What follows belongs to an exercise in optimizing a design on an open flow for small area and few clock cycles; a production flow would make more cautious choices. Only simulation tests tie the RTL to the original design; equivalence was not proved. Power figures rest on the tool's default switching activity, not on a simulated workload.

==> design/flow/design.v <==
`timescale 1ns/10ps
module fetch_unit (
    input  logic            i_clk,
    input  logic            i_rst,
    input  logic            i_stall,
    output logic [31:0]     o_pc,
    output logic            o_instr_rd
);
    logic [31:2] pc;
    always_ff @(posedge i_clk or posedge i_rst)
    begin
        if (i_rst)
            pc <= '0;
        else if (!i_stall)
            pc <= pc + 30'd1;
    end
    assign o_pc       = {pc, 2'b00};
    assign o_instr_rd = !i_rst;
endmodule
`timescale 1ns/10ps
module decode_stage (
    input  logic            i_clk,
    input  logic            i_rst,
    input  logic            i_stall,
    input  logic [31:0]     i_instr,
    output logic [4:0]      o_rf_rs1,
    output logic [4:0]      o_rf_rs2,
    input  logic [31:0]     i_rf_rs1,
    input  logic [31:0]     i_rf_rs2,
    input  logic            i_rf_we,
    input  logic [4:0]      i_rf_waddr,
    input  logic [31:0]     i_rf_wdata,
    output logic            o_wr,            
    output logic            o_load,
    output logic            o_store,
    output logic            o_ecall,
    output logic            o_is_reg,
    output logic            o_is_imm,
    output logic            o_is_lui,
    output logic            o_use_rs1,
    output logic            o_use_rs2,
    output logic [31:7]     o_ir,
    output logic [31:0]     o_rs1_val,
    output logic [31:0]     o_rs2_val
);
    localparam logic [6:0] OP_REG    = 7'b0110011;
    localparam logic [6:0] OP_IMM    = 7'b0010011;
    localparam logic [6:0] OP_LUI    = 7'b0110111;
    localparam logic [6:0] OP_LOAD   = 7'b0000011;
    localparam logic [6:0] OP_STORE  = 7'b0100011;
    logic [6:0] op;
    logic       is_reg;
    logic       is_imm;
    logic       is_lui;
    logic       is_load;
    logic       is_store;
    logic       is_ecall;
    logic       wr;
    assign op       = i_instr[6:0];
    assign is_reg   = (op == OP_REG);
    assign is_imm   = (op == OP_IMM);
    assign is_lui   = (op == OP_LUI);
    assign is_load  = (op == OP_LOAD);
    assign is_store = (op == OP_STORE);
    assign is_ecall = (i_instr == 32'h0000_0073);
    assign wr       = (is_reg || is_imm || is_lui || is_load) && (i_instr[11:7] != 5'd0);
    assign o_rf_rs1 = i_instr[19:15];
    assign o_rf_rs2 = i_instr[24:20];
    always_ff @(posedge i_clk or posedge i_rst)
    begin
        if (i_rst)
        begin
            o_wr    <= 1'b0;
            o_load  <= 1'b0;
            o_store <= 1'b0;
            o_ecall <= 1'b0;
        end
        else if (!i_stall)
        begin
            o_wr    <= wr;
            o_load  <= is_load;
            o_store <= is_store;
            o_ecall <= is_ecall;
        end
    end
    always_ff @(posedge i_clk)
    begin
        if (!i_stall)
        begin
            o_is_reg  <= is_reg;
            o_is_imm  <= is_imm;
            o_is_lui  <= is_lui;
            o_use_rs1 <= is_reg || is_imm || is_load || is_store;
            o_use_rs2 <= is_reg || is_store;
            o_ir      <= i_instr[31:7];
            o_rs1_val <= (i_rf_we && (i_rf_waddr == i_instr[19:15])) ? i_rf_wdata : i_rf_rs1;
            o_rs2_val <= (i_rf_we && (i_rf_waddr == i_instr[24:20])) ? i_rf_wdata : i_rf_rs2;
        end
    end
endmodule
`timescale 1ns/10ps
module register_file (
    input  logic            i_clk,
    input  logic            i_rst,
    input  logic [4:0]      i_rs1_addr,
    input  logic [4:0]      i_rs2_addr,
    input  logic            i_wr_en,
    input  logic [4:0]      i_rd_addr,
    input  logic [31:0]     i_rd_data,
    output logic [31:0]     o_rs1_data,
    output logic [31:0]     o_rs2_data
);
    logic [31:0] regs [1:31];
    logic [31:1] valid;
    always_ff @(posedge i_clk or posedge i_rst)
    begin
        if (i_rst)
            valid <= '0;
        else if (i_wr_en && (i_rd_addr != 5'd0))
            valid[i_rd_addr] <= 1'b1;
    end
    always_ff @(posedge i_clk)
    begin
        if (i_wr_en && (i_rd_addr != 5'd0))
            regs[i_rd_addr] <= i_rd_data;
    end
    always_comb
    begin
        o_rs1_data = '0;
        o_rs2_data = '0;
        for (int i = 1; i < 32; i++)
        begin
            if ((i_rs1_addr == 5'(i)) && valid[i])
                o_rs1_data = o_rs1_data | regs[i];
            if ((i_rs2_addr == 5'(i)) && valid[i])
                o_rs2_data = o_rs2_data | regs[i];
        end
    end
endmodule
`timescale 1ns/10ps
module execute_stage (
    input  logic [31:0]     i_a,
    input  logic [31:0]     i_b,
    input  logic [2:0]      i_f3,
    input  logic            i_alt,
    output logic [31:0]     o_result
);
    logic        sub;
    logic [31:0] bx;
    logic [32:0] sum;
    logic        lt_u;
    logic        lt_s;
    logic        left;
    logic [31:0] sh_in;
    logic [31:0] sh_out;
    logic [31:0] sh_rev;
    function automatic logic [31:0] rev32(input logic [31:0] x);
        for (int i = 0; i < 32; i++)
            rev32[i] = x[31 - i];
    endfunction
    assign sub  = (i_f3 == 3'b010) || (i_f3 == 3'b011) || ((i_f3 == 3'b000) && i_alt);
    assign bx   = i_b ^ {32{sub}};
    assign sum  = {1'b0, i_a} + {1'b0, bx} + {32'd0, sub};
    assign lt_u = !sum[32];
    assign lt_s = (i_a[31] ^ i_b[31]) ? i_a[31] : sum[31];
    assign left   = !i_f3[2];
    assign sh_in  = left ? rev32(i_a) : i_a;
    assign sh_out = 32'($signed({i_alt && !left && i_a[31], sh_in}) >>> i_b[4:0]);
    assign sh_rev = rev32(sh_out);
    always_comb
    begin
        case (i_f3)
            3'b000:  o_result = sum[31:0];
            3'b001:  o_result = sh_rev;
            3'b010:  o_result = {31'b0, lt_s};
            3'b011:  o_result = {31'b0, lt_u};
            3'b100:  o_result = i_a ^ i_b;
            3'b101:  o_result = sh_out;
            3'b110:  o_result = i_a | i_b;
            default: o_result = i_a & i_b;
        endcase
    end
endmodule
`timescale 1ns/10ps
module memory_stage (
    input  logic            i_clk,
    input  logic            i_rst,
    input  logic            i_advance,       
    input  logic            i_kill_wr,       
    input  logic [31:0]     i_val,
    input  logic [31:0]     i_wdata,
    input  logic [4:0]      i_rd,
    input  logic            i_wr,
    input  logic            i_load,
    input  logic            i_store,
    input  logic            i_ecall,
    input  logic [31:0]     i_data_mem_out,
    input  logic            i_dcache_done,
    output logic [31:0]     o_data_mem_addr,
    output logic            o_data_mem_en,
    output logic            o_data_mem_rd_wr,
    output logic [31:0]     o_data_mem_in,
    output logic            o_busy,
    output logic            o_load,
    output logic            o_wr,
    output logic [4:0]      o_rd,
    output logic [31:0]     o_result,
    output logic            o_ecall
);
    logic [31:0] val;
    logic [31:0] wdata;
    logic        load;
    logic        store;
    always_ff @(posedge i_clk or posedge i_rst)
    begin
        if (i_rst)
        begin
            o_wr    <= 1'b0;
            load    <= 1'b0;
            store   <= 1'b0;
            o_ecall <= 1'b0;
        end
        else if (i_advance)
        begin
            o_wr    <= i_wr;
            load    <= i_load;
            store   <= i_store;
            o_ecall <= i_ecall;
        end
        else if (i_kill_wr)
            o_wr    <= 1'b0;
    end
    always_ff @(posedge i_clk)
    begin
        if (i_advance)
        begin
            val   <= i_val;
            wdata <= i_wdata;
            o_rd  <= i_rd;
        end
    end
    assign o_data_mem_en    = load || store;
    assign o_data_mem_rd_wr = store;
    assign o_data_mem_addr  = val;
    assign o_data_mem_in    = wdata;
    assign o_busy   = (load || store) && !i_dcache_done;
    assign o_load   = load;
    assign o_result = load ? i_data_mem_out : val;
endmodule
`timescale 1ns/10ps
module hazard_unit (
    input  logic            i_m_busy,
    input  logic            i_m_load,
    input  logic            i_m_wr,
    input  logic [4:0]      i_m_rd,
    input  logic            i_load,
    input  logic            i_store,
    input  logic            i_ecall,
    input  logic            i_use_rs1,
    input  logic            i_use_rs2,
    input  logic [4:0]      i_rs1,
    input  logic [4:0]      i_rs2,
    output logic            o_stall,
    output logic            o_fwd_rs1,
    output logic            o_fwd_rs2
);
    logic raw;
    assign o_fwd_rs1 = i_m_wr && (i_m_rd == i_rs1);
    assign o_fwd_rs2 = i_m_wr && (i_m_rd == i_rs2);
    assign raw = i_m_load && ((i_use_rs1 && o_fwd_rs1) || (i_use_rs2 && o_fwd_rs2));
    assign o_stall = i_m_busy && (i_load || i_store || i_ecall || raw);
endmodule
`timescale 1ns/10ps
module rv_core (
    input  logic            i_clk,
    input  logic            i_rst,
    input  logic [31:0]     i_instr,
    output logic            o_instr_mem_rd,
    output logic [31:0]     o_instr_mem_addr,
    input  logic [31:0]     i_data_mem_out,
    input  logic            i_dcache_done,
    output logic [31:0]     o_data_mem_addr,
    output logic            o_data_mem_en,
    output logic            o_data_mem_rd_wr,
    output logic [31:0]     o_data_mem_in,
    output logic            o_ecall
);
    logic [4:0]  f_rs1;
    logic [4:0]  f_rs2;
    logic [31:0] rf_rs1;
    logic [31:0] rf_rs2;
    logic        wr;
    logic        load;
    logic        store;
    logic        ecall;
    logic        is_reg;
    logic        is_imm;
    logic        is_lui;
    logic        use_rs1;
    logic        use_rs2;
    logic [31:7] ir;
    logic [31:0] a_rs1_val;
    logic [31:0] a_rs2_val;
    logic [4:0]  rd;
    logic [2:0]  f3;
    logic        alt;
    logic [31:0] imm;
    logic [31:0] rs1_val;
    logic [31:0] rs2_val;
    logic [31:0] op_a;
    logic [31:0] op_b;
    logic [31:0] result;
    logic        stall;
    logic        fwd_rs1;
    logic        fwd_rs2;
    logic        m_busy;
    logic        m_load;
    logic        m_wr;
    logic [4:0]  m_rd;
    logic [31:0] m_result;
    logic        direct;
    logic        rf_we;
    logic [4:0]  rf_waddr;
    logic [31:0] rf_wdata;
    fetch_unit u_fetch (
        .i_clk      (i_clk),
        .i_rst      (i_rst),
        .i_stall    (stall),
        .o_pc       (o_instr_mem_addr),
        .o_instr_rd (o_instr_mem_rd)
    );
    register_file u_regfile (
        .i_clk      (i_clk),
        .i_rst      (i_rst),
        .i_rs1_addr (f_rs1),
        .i_rs2_addr (f_rs2),
        .i_wr_en    (rf_we),
        .i_rd_addr  (rf_waddr),
        .i_rd_data  (rf_wdata),
        .o_rs1_data (rf_rs1),
        .o_rs2_data (rf_rs2)
    );
    decode_stage u_decode (
        .i_clk      (i_clk),
        .i_rst      (i_rst),
        .i_stall    (stall),
        .i_instr    (i_instr),
        .o_rf_rs1   (f_rs1),
        .o_rf_rs2   (f_rs2),
        .i_rf_rs1   (rf_rs1),
        .i_rf_rs2   (rf_rs2),
        .i_rf_we    (rf_we),
        .i_rf_waddr (rf_waddr),
        .i_rf_wdata (rf_wdata),
        .o_wr       (wr),
        .o_load     (load),
        .o_store    (store),
        .o_ecall    (ecall),
        .o_is_reg   (is_reg),
        .o_is_imm   (is_imm),
        .o_is_lui   (is_lui),
        .o_use_rs1  (use_rs1),
        .o_use_rs2  (use_rs2),
        .o_ir       (ir),
        .o_rs1_val  (a_rs1_val),
        .o_rs2_val  (a_rs2_val)
    );
    assign rd  = ir[11:7];
    assign f3  = (is_reg || is_imm) ? ir[14:12] : 3'b000;
    assign alt = ir[30] && (is_reg || (is_imm && (ir[14:12] == 3'b101)));
    always_comb
    begin
        if (is_lui)
            imm = {ir[31:12], 12'b0};
        else if (store)
            imm = {{20{ir[31]}}, ir[31:25], ir[11:7]};
        else
            imm = {{20{ir[31]}}, ir[31:20]};
    end
    hazard_unit u_hazard (
        .i_m_busy  (m_busy),
        .i_m_load  (m_load),
        .i_m_wr    (m_wr),
        .i_m_rd    (m_rd),
        .i_load    (load),
        .i_store   (store),
        .i_ecall   (ecall),
        .i_use_rs1 (use_rs1),
        .i_use_rs2 (use_rs2),
        .i_rs1     (ir[19:15]),
        .i_rs2     (ir[24:20]),
        .o_stall   (stall),
        .o_fwd_rs1 (fwd_rs1),
        .o_fwd_rs2 (fwd_rs2)
    );
    assign rs1_val = fwd_rs1 ? m_result : a_rs1_val;
    assign rs2_val = fwd_rs2 ? m_result : a_rs2_val;
    assign op_a    = is_lui ? 32'd0 : rs1_val;
    assign op_b    = is_reg ? rs2_val : imm;
    execute_stage u_execute (
        .i_a      (op_a),
        .i_b      (op_b),
        .i_f3     (f3),
        .i_alt    (alt),
        .o_result (result)
    );
    assign direct   = m_busy && !stall && wr;
    assign rf_we    = m_busy ? direct : m_wr;
    assign rf_waddr = m_busy ? rd : m_rd;
    assign rf_wdata = m_busy ? result : m_result;
    memory_stage u_memory (
        .i_clk            (i_clk),
        .i_rst            (i_rst),
        .i_advance        (!m_busy),
        .i_kill_wr        (direct && (rd == m_rd)),
        .i_val            (result),
        .i_wdata          (rs2_val),
        .i_rd             (rd),
        .i_wr             (wr),
        .i_load           (load),
        .i_store          (store),
        .i_ecall          (ecall),
        .i_data_mem_out   (i_data_mem_out),
        .i_dcache_done    (i_dcache_done),
        .o_data_mem_addr  (o_data_mem_addr),
        .o_data_mem_en    (o_data_mem_en),
        .o_data_mem_rd_wr (o_data_mem_rd_wr),
        .o_data_mem_in    (o_data_mem_in),
        .o_busy           (m_busy),
        .o_load           (m_load),
        .o_wr             (m_wr),
        .o_rd             (m_rd),
        .o_result         (m_result),
        .o_ecall          (o_ecall)
    );
endmodule
==> design/flow/run.sh <==
#!/bin/bash
# synth_recipe.tcl (not shown) runs the flow's synth.tcl, then flattens the netlist and writes it again
# the make line also repeats each setting of config.mk as NAME=value (left out here)
make -C /OpenROAD-flow-scripts/flow DESIGN_CONFIG=/design/flow/config.mk WORK_HOME=/design/flow/orfs CLKGATE_MAP_FILE= SYNTH_SCRIPT=/design/flow/synth_recipe.tcl finish
==> design/flow/config.mk <==
export PLATFORM = sky130hd
export DESIGN_NAME = rv_core
export DESIGN_NICKNAME = rv_core
export VERILOG_FILES = /design/flow/design.v
export SDC_FILE = /design/flow/constraint.sdc
export NUM_CORES = 4
export LEC_CHECK = 0
export CAP_MARGIN = 20
export CORE_MARGIN = 2
export CORE_UTILIZATION = 30
export PLACE_DENSITY = 0.45
export SLEW_MARGIN = 20
==> design/flow/constraint.sdc <==
create_clock -name core_clock -period 7.0 [get_ports {i_clk}]
set_input_delay 1.4000 -clock core_clock [delete_from_list [all_inputs] [get_ports {i_clk}]]
set_output_delay 1.4000 -clock core_clock [all_outputs]
set_load 0.01 [all_outputs]
==> run notes <==
## cell families after synthesis
| group | after synthesis |
|---|---|
| compound gates | 1712 |
| flops | 1224 |
| simple gates | 1018 |
| buf+inv | 515 |
| mux | 155 |
| xor+xnor | 114 |
| fa+ha+maj | 110 |
| other cells | 1 |
## metrics by stage
| stage | setup TNS [ns] | area, um2 | hold slack [ns] | util [%] | std cells |
|---|---|---|---|---|---|
| 6_report | 0 | 73200 | 0.474 | 36.2 | 7916 |
| 5_1_grt | 0 | 73200 | 0.503 | 36.2 | 7909 |
| 3_3_place_gp | -0.409 | 68500 | 0.458 | 33.9 | 7650 |
| 3_5_place_dp | 0 | 68500 | 0.464 | 33.9 | 7651 |
| 2_1_floorplan | 0 | 61000 | 0.433 | - | 4850 |
| 4_1_cts | 0 | 73100 | 0.479 | 36.2 | 7906 |
## routing by layer
metal  wire length, um  part of all wire [%]  vias up
met5               255                 0.073        -
met2            152000                    44     5008
met1            121000                    35    26900
met3             42900                    12     1591
li1                  -                     -    20400
met4             32300                   9.3       28
## worst paths after layout
kind	endpoint	slack [ns]	depth (start not counted)
worst max-delay path	u_regfile.regs[27][20]$_DFFE_PP_	0.49	26
worst min-delay path	u_memory.o_ecall$_DFFE_PP0N_	0.47	2
worst max register to register	u_regfile.regs[27][20]$_DFFE_PP_	0.49	26
worst min register to register	u_memory.o_ecall$_DFFE_PP0N_	0.47	2
max in group asynchronous	u_memory.load$_DFFE_PP0N_	5.14	3
min in group asynchronous	u_regfile.valid[18]$_DFFE_PP0P_	1.20	3
## synth_stat cells, types with 13 or more instances
| cell | number | area (um2) |
|---|---|---|
| o21ai_0 | 107 | 536 |
| nand4_1 | 132 | 826 |
| and3_1 | 77 | 482 |
| a31oi_1 | 28 | 175 |
| a21oi_1 | 209 | 1050 |
| nor3_1 | 45 | 225 |
| nand2b_1 | 13 | 81.3 |
| nor2_1 | 292 | 1100 |
| xor2_1 | 18 | 158 |
| o221ai_1 | 15 | 131 |
| o22ai_1 | 26 | 163 |
| dfrtp_1 | 69 | 1730 |
| clkbuf_1 | 301 | 1130 |
| nor2b_1 | 23 | 144 |
| a211oi_1 | 29 | 218 |
| or2_2 | 34 | 213 |
| a22o_1 | 308 | 2700 |
| mux2i_1 | 127 | 1270 |
| ha_1 | 109 | 1360 |
| nor4_1 | 42 | 263 |
| xnor2_1 | 95 | 832 |
| nand2_1 | 146 | 548 |
| or4_1 | 32 | 240 |
| buf_1 | 62 | 233 |
| a21o_1 | 53 | 398 |
| o211ai_1 | 72 | 541 |
| edfxtp_1 | 1155 | 34700 |
| inv_1 | 91 | 342 |
| buf_2 | 39 | 195 |
| a222oi_1 | 64 | 641 |
| mux2_2 | 21 | 236 |
| a221oi_1 | 327 | 2860 |
| nand3_1 | 117 | 586 |
| a22oi_1 | 297 | 2230 |
| o21a_1 | 41 | 308 |
## worst min-delay path, stage by stage (launching register included)
cell,delay [ns]
dfrtp_1,0.34
nand2_1,0.05
nand2_1,0.05
## power breakdown
part	internal [W]	total [W]	switching [W]
Clock	0.00438	0.00765	0.00328
Sequential	0.00820	0.00830	0.000103
Combinational	0.000471	0.00141	0.000935
Total	0.0130	0.0174	0.00432
## final cells by class
class	count	area [um2]	area share, %
sequential	1224	36400	49.7
multi-input combinational	3111	23100	31.6
antenna	10	25.0	0.0342
timing repair buffer	548	5290	7.22
clock buffer	175	3730	5.09
inverter	96	370	0.506
tap	2672	3340	4.57
clock inverter	80	942	1.29
==> flow_summary.json <==
{
  "maxCapViolCount": 0,
  "synth_compound_area_share_pct": 21.8,
  "met3_usage_pct": 10.3,
  "row_count": 165,
  "cp_common_cell": "buf_4",
  "synthDistinctLibCells": 108,
  "cp.required_ns": 7.55,
  "met1_usage_pct": 38.5,
  "root_buffer": "clkbuf_16",
  "areaGrowthSynthToFinish_pct": 20.0,
  "layout-drive-gt1-share_pct": 16.2,
  "finalCritPeriodShare_pct": 93.0,
  "startpoint": "u_memory.o_rd[2]$_DFFE_PN_",
  "drtPass1Iterations": 8,
  "cts_hold_buffers": 0,
  "fmax_ghz": 0.154,
  "place_hpwl_mm": 224,
  "yosysSeqAreaShare_pct": 59.7,
  "avgSynthCellArea_um2": 12.6,
  "outcome": "finished clean",
  "start_util_pct": 30.2,
  "largest_reg_flops": 992,
  "antenna_found_initial": 18,
  "path_clk_slew_ns": 0.06,
  "cts_resized": 0,
  "relSlewSlack_pct": 18.0,
  "end_kind": "register",
  "clock_latency_ns": 0.86,
  "groute.usage.overall_pct": 32.7,
  "clock_path_buffers": 3,
  "die_x_um": 455,
  "async_reset_ff_share_pct": 5.64,
  "synth_top_family_by_area": "compound AO/OA/AOI/OAI gates",
  "worst-path-buf-inv": 8,
  "synth_xor_area_share_pct": 1.65,
  "place_congestion": 1.06,
  "timing.rr.start": "u_memory.o_rd[2]$_DFFE_PN_",
  "critical_path_arrival_ns": 7.06,
  "finalSetupViolations": 0,
  "synthSimpleGateAreaFrac_pct": 8.56,
  "drc": 0,
  "max-vdd-ir-drop_mv": 0.159,
  "synthMuxAreaShare_pct": 2.67,
  "power_w": 0.0174,
  "use_met2_pct": 50.1,
  "wirelength_mm": 349,
  "rsz0062_at_grt": "false",
  "layout_commonest_cell": "edfxtp_1",
  "ios": 167,
  "power_density_mw_per_mm2": 237,
  "grt_start_max_net_pins": 70,
  "critical_path_class": "reg2reg",
  "clock-sinks": 1224,
  "p_leak_nw": 25.7,
  "cts_tree": "built",
  "cts_made_buffers": 139,
  "yosys_warnings": 6,
  "worst_pin_slew_ns": 1.23,
  "portBuffers": 164,
  "fillCellCount": 19400,
  "syn_inst": 4849,
  "drt_iter0_drc": 9885,
  "path_delay_family": "compound AO/OA/AOI/OAI gates",
  "report.final.slew_viol_count": 0,
  "finalHoldViolations": 0,
  "core_area_mm2": 0.202,
  "synth-edff-count": 1155,
  "route.vias.total": 54000,
  "final_cell_mix": "1155 x edfxtp_1, 327 x a221oi_1, 322 x buf_4",
  "wire_per_inst_um": 44.0,
  "syn_area_mm2": 0.0610,
  "synth_fa_ha_area_share_pct": 2.27,
  "cp_max_fo": 42,
  "ys.flop_type": "edfxtp_1",
  "antenna_left": 0,
  "grt_pass1_vias": 50700,
  "grt_pass1_wl_mm": 460,
  "htree_levels": 4,
  "layout_setup_ws_ns": 0.491,
  "via_per_inst": 6.82,
  "hp-class": "reg2reg",
  "ys_seq_elements": 1224,
  "holdCritStartpoint": "u_memory.o_ecall$_DFFE_PP0N_",
  "critPathMaxStageDelay_ns": 0.57,
  "period_needed_ns": 6.51,
  "grt_busiest_layer": "met2",
  "place_worst_setup_slack_ns": 0.0881,
  "die_y_um": 455,
  "regMostFlops": "u_regfile.regs",
  "slowest_stage": "a31oi_1",
  "dieArea_mm2": 0.207,
  "finalClockSkew_ns": 0.0637,
  "start_kind": "register",
  "cts_setup_buffers": 0,
  "grt_overflow_total": 0,
  "nNetsFinal": 5297
}
Testbench counts, summed over its fixed seeds: cycles 10,576.

-- port drivers added, routing unchanged --
The flow's constraints put no driver on any port. The routed layout listed below was extracted and timed again, unchanged, in two steps.
Step 1, drivers: a clkbuf_16 drives i_clk and a buf_2 each remaining input, both assumed.
Step 2 moves the port delays by t, midway between the first and last clock arrival at a register: inputs arrive t later, outputs are due t later. That takes back most of the time a late clock gives input paths.
Slacks: ideal / step 1 / step 2; pairs: ideal / step 1.
t (ns): 0.916
slack for setup (ns): 0.491 / 0.491 / -0.115
slew at the worst register clock pin (ns): 0.07 / 0.07
worst slew at a driven data input, ns: 0.08
Met with ideal ports but missed after step 2: setup timing in this run. For this run, drivers alone change the setup slack by 0.000 ns; drivers and shift together by -0.606 ns.
